This design comes from an exercise in tuning for small area and a short achievable clock period on the open sky130 flow, not from production work.
The RTL was checked by simulation tests, not by an equivalence proof against the original design.
Power figures rest on the tool's default switching activity, not on a simulated workload.

==> flow/design.v <==
package i2c_slave_pkg;
    localparam int unsigned ADDR_W = 7;
    localparam int unsigned CNT_W  = 32;
    typedef logic [7:0] byte_t;
    typedef struct packed {
        logic [CNT_W-1:0] count;
        logic             empty;
        logic             full;
        logic             ovf;
        logic             udf;
    } fifo_status_t;
    function automatic integer ptr_width(input integer depth);
        ptr_width = $clog2(depth) + 1;
    endfunction
endpackage
import i2c_slave_pkg::*;
module i2c_byte_fifo
#(
    parameter int unsigned Depth = 256
) (
    input  logic         clk,
    input  logic         rst_n,
    input  logic         wr_en_i,
    input  logic [7:0]   wdata_i,
    input  logic         rd_en_i,
    input  logic         flush_i,
    output logic [7:0]   rdata_o,
    output logic         rvalid_o,
    output i2c_slave_pkg::fifo_status_t status_o
);
    localparam int unsigned W  = $clog2(Depth);
    localparam int unsigned PW = $clog2(Depth) + 1;
    logic [PW-1:0] wptr_q, wptr_d, rptr_q, rptr_d;
    i2c_slave_pkg::byte_t rdata_q, rdata_d;
    logic          rvalid_q, rvalid_d;
    logic          ovf_q, ovf_d, udf_q, udf_d;
    i2c_slave_pkg::byte_t mem_q [Depth];
    logic empty, full, push, pop;
    always_comb begin
        empty = (wptr_q == rptr_q);
        full  = (wptr_q[W-1:0] == rptr_q[W-1:0]) && (wptr_q[W] != rptr_q[W]);
        pop   = rd_en_i && !empty && !flush_i;
        push  = wr_en_i && (!full || pop) && !flush_i;
        wptr_d   = wptr_q;
        rptr_d   = rptr_q;
        rdata_d  = rdata_q;
        rvalid_d = 1'b0;
        ovf_d    = ovf_q;
        udf_d    = udf_q;
        if (flush_i) begin
            wptr_d = '0;
            rptr_d = '0;
            ovf_d  = 1'b0;
            udf_d  = 1'b0;
        end else begin
            if (pop) begin
                rptr_d   = rptr_q + PW'(1);
                rdata_d  = mem_q[rptr_q[W-1:0]];
                rvalid_d = 1'b1;
            end else if (rd_en_i) begin
                udf_d = 1'b1;
            end
            if (push) begin
                wptr_d = wptr_q + PW'(1);
            end else if (wr_en_i) begin
                ovf_d = 1'b1;
            end
        end
    end
    always_ff @(posedge clk or negedge rst_n) begin
        if (!rst_n) begin
            wptr_q   <= '0;
            rptr_q   <= '0;
            rdata_q  <= '0;
            rvalid_q <= 1'b0;
            ovf_q    <= 1'b0;
            udf_q    <= 1'b0;
        end else begin
            wptr_q   <= wptr_d;
            rptr_q   <= rptr_d;
            rdata_q  <= rdata_d;
            rvalid_q <= rvalid_d;
            ovf_q    <= ovf_d;
            udf_q    <= udf_d;
        end
    end
    always_ff @(posedge clk) begin
        if (push) begin
            mem_q[wptr_q[W-1:0]] <= wdata_i;
        end
    end
    always_comb begin
        status_o.count = CNT_W'(wptr_q - rptr_q);
        status_o.empty = empty;
        status_o.full  = full;
        status_o.ovf   = ovf_q;
        status_o.udf   = udf_q;
    end
    assign rdata_o  = rdata_q;
    assign rvalid_o = rvalid_q;
endmodule
import i2c_slave_pkg::*;
module i2c_slave_intf
#(
    parameter int unsigned        G_SLAVE_I2C_FIFO_WIDTH = 256,
    parameter logic [ADDR_W-1:0]  G_SLAVE_ADDR_RST       = 7'h00,
    localparam int unsigned       W                      = $clog2(G_SLAVE_I2C_FIFO_WIDTH)
) (
    input  logic              clk,
    input  logic              rst_n,
    input  logic              addr_wr_i,
    input  logic [ADDR_W-1:0] addr_wdata_i,
    output logic [ADDR_W-1:0] slave_addr_o,
    input  logic              rx_wr_en_i,
    input  logic [7:0]        rx_wdata_i,
    input  logic              rx_rd_en_i,
    output logic [7:0]        rx_rdata_o,
    output logic              rx_rvalid_o,
    input  logic              rx_flush_i,
    output logic [W:0]        rx_count_o,
    output logic              rx_empty_o,
    output logic              rx_full_o,
    output logic              rx_ovf_o,
    output logic              rx_udf_o,
    input  logic              tx_wr_en_i,
    input  logic [7:0]        tx_wdata_i,
    input  logic              tx_rd_en_i,
    output logic [7:0]        tx_rdata_o,
    output logic              tx_rvalid_o,
    input  logic              tx_flush_i,
    output logic [W:0]        tx_count_o,
    output logic              tx_empty_o,
    output logic              tx_full_o,
    output logic              tx_ovf_o,
    output logic              tx_udf_o
);
    logic [ADDR_W-1:0] slave_addr_q, slave_addr_d;
    i2c_slave_pkg::fifo_status_t rx_st, tx_st;
    logic              unused_cnt_bits;
    always_comb begin
        slave_addr_d = slave_addr_q;
        if (addr_wr_i) begin
            slave_addr_d = addr_wdata_i;
        end
    end
    always_ff @(posedge clk or negedge rst_n) begin
        if (!rst_n) begin
            slave_addr_q <= G_SLAVE_ADDR_RST;
        end else begin
            slave_addr_q <= slave_addr_d;
        end
    end
    assign slave_addr_o = slave_addr_q;
    i2c_byte_fifo #(
        .Depth (G_SLAVE_I2C_FIFO_WIDTH)
    ) u_rx_fifo (
        .clk      (clk),
        .rst_n    (rst_n),
        .wr_en_i  (rx_wr_en_i),
        .wdata_i  (rx_wdata_i),
        .rd_en_i  (rx_rd_en_i),
        .flush_i  (rx_flush_i),
        .rdata_o  (rx_rdata_o),
        .rvalid_o (rx_rvalid_o),
        .status_o (rx_st)
    );
    i2c_byte_fifo #(
        .Depth (G_SLAVE_I2C_FIFO_WIDTH)
    ) u_tx_fifo (
        .clk      (clk),
        .rst_n    (rst_n),
        .wr_en_i  (tx_wr_en_i),
        .wdata_i  (tx_wdata_i),
        .rd_en_i  (tx_rd_en_i),
        .flush_i  (tx_flush_i),
        .rdata_o  (tx_rdata_o),
        .rvalid_o (tx_rvalid_o),
        .status_o (tx_st)
    );
    assign rx_count_o = rx_st.count[W:0];
    assign rx_empty_o = rx_st.empty;
    assign rx_full_o  = rx_st.full;
    assign rx_ovf_o   = rx_st.ovf;
    assign rx_udf_o   = rx_st.udf;
    assign tx_count_o = tx_st.count[W:0];
    assign tx_empty_o = tx_st.empty;
    assign tx_full_o  = tx_st.full;
    assign tx_ovf_o   = tx_st.ovf;
    assign tx_udf_o   = tx_st.udf;
    assign unused_cnt_bits = ^{rx_st.count[CNT_W-1:W+1], tx_st.count[CNT_W-1:W+1]};
endmodule
==> flow/run.sh <==
#!/bin/bash
# synth_recipe.tcl (not shown) runs the flow's synth.tcl, then flattens the netlist and writes it again
# the make line also repeats each setting of config.mk as NAME=value (left out here)
make -C /OpenROAD-flow-scripts/flow DESIGN_CONFIG=/design/flow/config.mk WORK_HOME=/design/flow/orfs CLKGATE_MAP_FILE= SYNTH_SCRIPT=/design/flow/synth_recipe.tcl finish
==> flow/config.mk <==
export PLATFORM = sky130hd
export DESIGN_NAME = i2c_slave_intf
export DESIGN_NICKNAME = i2c_slave_intf
export VERILOG_FILES = /design/flow/design.v
export SDC_FILE = /design/flow/constraint.sdc
export NUM_CORES = 4
export LEC_CHECK = 0
export CAP_MARGIN = 20
export CORE_MARGIN = 2
export CORE_UTILIZATION = 40
export SLEW_MARGIN = 20
==> flow/constraint.sdc <==
create_clock -name core_clock -period 5.5 [get_ports {clk}]
set_input_delay 1.1000 -clock core_clock [delete_from_list [all_inputs] [get_ports {clk}]]
set_output_delay 1.1000 -clock core_clock [all_outputs]
set_load 0.01 [all_outputs]
==> notes.md <==
## critical path: stages (launching register included)
cell	delay [ps]
dfrtp_4	610
clkinv_2	120
ha_1	360
o21ai_0	140
a21boi_0	290
o21ai_0	120
nand2b_1	120
a21o_1	120
a21oi_1	80
xnor2_1	610
clkdlybuf4s50_1	680
## synthesized netlist by cell type, drive strengths merged (32+ instances only)
cell type and count:
a21oi 154, a221o 32, a221oi 160, a22oi 120, a31oi 32, buf 270
clkbuf 202, dfrtp 65, edfxtp 4096, mux2i 502, mux4 855, nand2 210
nand3 74, nor2 654, nor2b 35, nor3 48, o21ai 123
## metrics by stage
step | hold slack (ps) | area (sq um) | cells
finish | 237 | 184000 | 14100
global placement | 484 | 170000 | 13300
global route | 218 | 184000 | 14100
detailed placement | 490 | 170000 | 13300
CTS | 184 | 184000 | 14100
floorplan | 523 | 163000 | 8025
## flip-flops by register name (all words and copies together), names as in the netlist, 7 cells and up
register and cells:
u_rx_fifo.rptr_q 9, u_tx_fifo.rptr_q 9, u_rx_fifo.rdata_q 8, u_rx_fifo.wptr_q 9, u_rx_fifo.mem_q 2048, u_tx_fifo.rdata_q 8
u_tx_fifo.mem_q 2048, u_tx_fifo.wptr_q 9, slave_addr_q 7
## report_power, final
| part | internal, mW | total [mW] | leakage [nW] | switching [mW] |
|---|---|---|---|---|
| sequential | 34.9 | 35.1 | 37.6 | 0.166 |
| clock | 15.6 | 27.6 | 6.42 | 12.0 |
| combinational | 3.62 | 8.13 | 11.1 | 4.51 |
## routing by layer
metal / vias to the layer above / part of all wire (%) / wire [microns]
met5: - / 0.0090 / 40
met4: 6 / 3.1 / 13800
met3: 718 / 9.9 / 43700
met2: 4578 / 46 / 204000
met1: 44400 / 41 / 181000
li1: 33800 / - / -
## logic make-up after synthesis
| group | count (synthesis) | synth area share [%] |
|---|---|---|
| XOR/XNOR | 42 | 0.225 |
| AO/OA/AOI/OAI | 792 | 3.41 |
| adder cells (fa/ha/maj) | 28 | 0.224 |
| AND/OR/NAND/NOR | 1127 | 2.91 |
| flip-flops | 4161 | 76.3 |
| buffers and inverters | 502 | 1.92 |
| multiplexers | 1373 | 15.0 |
## final timing paths
path | from | end | slack (ps) | cells past startpoint
worst max register to register | u_tx_fifo.rptr_q[7]$_DFFE_PN0P_ | u_tx_fifo.mem_q[20][6]$_DFFE_PP_ | 310 | 10
worst min-delay path | rst_n | slave_addr_q[5]$_DFFE_PN0P_ | 240 | 1
max in group asynchronous | rst_n | u_tx_fifo.rptr_q[1]$_DFFE_PN0P_ | 4180 | 2
worst min register to register | slave_addr_q[2]$_DFFE_PN0P_ | slave_addr_q[2]$_DFFE_PN0P_ | 500 | 1
worst max-delay path | u_tx_fifo.rptr_q[2]$_DFFE_PN0P_ | tx_count_o[7] | 170 | 10
min in group core_clock | slave_addr_q[2]$_DFFE_PN0P_ | slave_addr_q[2]$_DFFE_PN0P_ | 500 | 1
## area by class of cell
| type | count | area, sq um |
|---|---|---|
| diodes | 8 | 20.0 |
| clock buffers | 514 | 10900 |
| clock inverters | 253 | 2320 |
| fillers | 33900 | 223000 |
| inverters | 30 | 123 |
| multi-input cells | 3362 | 35700 |
| flip-flops and latches | 4161 | 125000 |
| well taps | 5428 | 6790 |
| repair buffers | 327 | 3300 |
## layout by cell type (no fill, tap or decap), types with 120 or more instances in the layout
cell type  count
mux4_2       855
a22oi_1      120
mux2i_1      502
clkbuf_16    421
buf_4        202
nor2_1       640
a21oi_1      154
edfxtp_1    4096
nand2_1      203
a221oi_1     160
==> tab_implementation.tex <==
\begin{tabular}{lr}
\hline
Metric & Value \\
\hline
\multicolumn{2}{l}{\textbf{Global route}} \\
\quad Antenna violations before repair & 19 \\
\quad Vias in the first global route & between 80000 and 90000 \\
\quad Global-route met1 utilization & 30.2\% \\
\quad Total global-route track usage & 21.0\% \\
\quad Grt met2 use & between 30\% and 40\% \\
\quad GRT busiest layer & met2 \\
\quad Maximum number of pins on one net before global-route repair & between 150 and 200 \\
\quad First-pass GRT wire length & $\sim$630000 microns \\
\quad Grt total ovfl & 0 \\
\quad Global Route met3 Usage & between 4 and 5\% \\
\multicolumn{2}{l}{\textbf{Synthesis}} \\
\quad Net count of the mapped netlist & $\sim$8000 \\
\quad Largest area contributor in the synthesized netlist & edfxtp\_1 \\
\quad Ys async rst share & 1.56\% \\
\quad YS warnings & 2 \\
\quad Fraction of the yosys area taken by sequential cells & roughly 76\% \\
\quad Mean Syn Cell Area & about 20 sq um \\
\quad Post-synth EDFFs & between 4000 and 5000 \\
\quad Count of mapped cells out of synthesis & about 8000 \\
\quad Cell area after synthesis & about 160000 sq um \\
\quad Post-synth top area share & 75.3\% \\
\quad Count of cell types in the netlist & 72 \\
\quad Leading cell types by total area after synthesis & edfxtp\_1 (75\%), mux4\_2 (12\%), mux2i\_1 (3.1\%), nor2\_1 (1.5\%), dfrtp\_1 (1.0\%) \\
\quad Most common flop cell mapped by yosys & edfxtp\_1 \\
\quad \#FFs+latches synth & 4161 \\
\multicolumn{2}{l}{\textbf{CTS}} \\
\quad Clock buffer depth & 4 \\
\quad Cts repair resizes & 0 \\
\quad Latest clock arrival within the worst-skew pair & a little under 1000 ps \\
\quad H-tree depth & 5 \\
\quad Cts-stage hold buffer count & 0 \\
\quad TritonCTS clock tree & yes \\
\quad Clock net sink count & between 4000 and 5000 \\
\quad Clock Pin Slew Worst Setup and Hold Paths & about 60 ps \\
\quad Number of post-CTS setup repair buffers & 0 \\
\quad Cell chosen for the clock root & clkbuf\_16 \\
\quad Total CTS buffers & $\sim$420 \\
\multicolumn{2}{l}{\textbf{Floorplanning}} \\
\quad Die span in y & between 600 and 700 microns \\
\quad Die width & around 640 microns \\
\quad I/O pin count & 83 \\
\quad Number of core rows & $\sim$230 \\
\quad Initial Utilization & about 40\% \\
\quad Die Outline Area & between 400000 and 500000 sq um \\
\quad Core Footprint & slightly above 400000 sq um \\
\multicolumn{2}{l}{\textbf{Placement}} \\
\quad Number of port buffers & 82 \\
\quad Routability congestion estimate from global placement & around 0.9 \\
\quad Placed wire-length estimate after detailed placement & between 200000 and 300000 microns \\
\quad Pre-CTS worst setup slack & 406 ps \\
\multicolumn{2}{l}{\textbf{Run status}} \\
\quad Result of the run & timing/DRC/antenna clean \\
\multicolumn{2}{l}{\textbf{Routing}} \\
\quad Pre-Repair DR Iteration Count & 6 \\
\quad Final Routed Wirelength & approximately 440000 microns \\
\quad Number of design rule violations left after detail routing & 0 \\
\quad Number of nets still failing antenna checks after routing & 0 \\
\quad WL/cell & about 31 microns \\
\quad Vias per cell & around 5.9 \\
\quad Total number of vias & between 80000 and 90000 \\
\quad DR iter-0 viols & $\sim$11000 \\
\multicolumn{2}{l}{\textbf{Timing}} \\
\quad Crit share post-route & about 97\% \\
\quad Setup Total Neg Slack & 0 ps \\
\quad Worst-case setup margin in the final layout & 173 ps \\
\quad RSZ-0062 raised after global routing & no \\
\quad Worst clock skew & 62.0 ps \\
\quad Slew headroom & between 10\% and 20\% \\
\quad Final hold violations & 0 \\
\quad Max-slew violation count & 0 \\
\quad Worst slew pin tran & between 1000 and 1500 ps \\
\quad Upper clock frequency limit & 0.188 GHz \\
\quad Finish-stage setup viols & 0 \\
\quad Time the final worst path needs with I/O delays and setup & approximately 5300 ps \\
\multicolumn{2}{l}{\textbf{Finish}} \\
\quad Area Overhead vs Synth & 12.5\% \\
\quad Util after Layout & $\sim$45\% \\
\quad Share of layout cells above drive strength 1 & roughly a fifth \\
\quad Nets@finish & approximately 8400 \\
\multicolumn{2}{l}{\textbf{Power and ir drop}} \\
\quad Maximum VDD drop & $\sim$0.00030 V \\
\quad Power density over the cells & between 300 and 400 nW/um\^{}2 \\
\quad LEAKAGE & approximately 55 nW \\
\quad Total Power & between 70 and 80 mW \\
\multicolumn{2}{l}{\textbf{Critical path}} \\
\quad Startpoint types & register \\
\quad Arrival time at the worst endpoint & around 4200 ps \\
\quad Maximum net fanout on the critical path & 14 \\
\quad Critical path start-end classification & reg2out \\
\quad Required arrival time at the worst endpoint & 4400 ps \\
\quad Worst setup EP type & output port \\
\multicolumn{2}{l}{\textbf{Run}} \\
\quad Total of max-cap violations & 0 \\
\multicolumn{2}{l}{\textbf{Hold path}} \\
\quad Worst min-delay path category & in2async \\
\hline
\end{tabular}

-- what the ideal ports hide --
Ports are ideal in the flow. The routed layout listed here was re-timed in OpenROAD. Step 1 assumes that a clkbuf_16 drives the clock port and a buf_2 every other input. Step 2 adds t to the input delays and takes it off the output delays; t is the mean of the earliest and latest rising clock arrival at the registers after step 1. Input paths then give back, and output paths get back, about the clock's delay inside the block. Slacks: ideal ports / drivers / drivers and shift; pairs: ideal ports / drivers.
t (ns): 1.058
setup slack, ns: 0.173 / 0.070 / 0.225
worst register clock-pin slew, ns: 0.07 / 0.07
After both steps this run still meets setup and hold. The setup slack of this run moves by -0.103 ns with the drivers and by +0.052 ns with both steps.
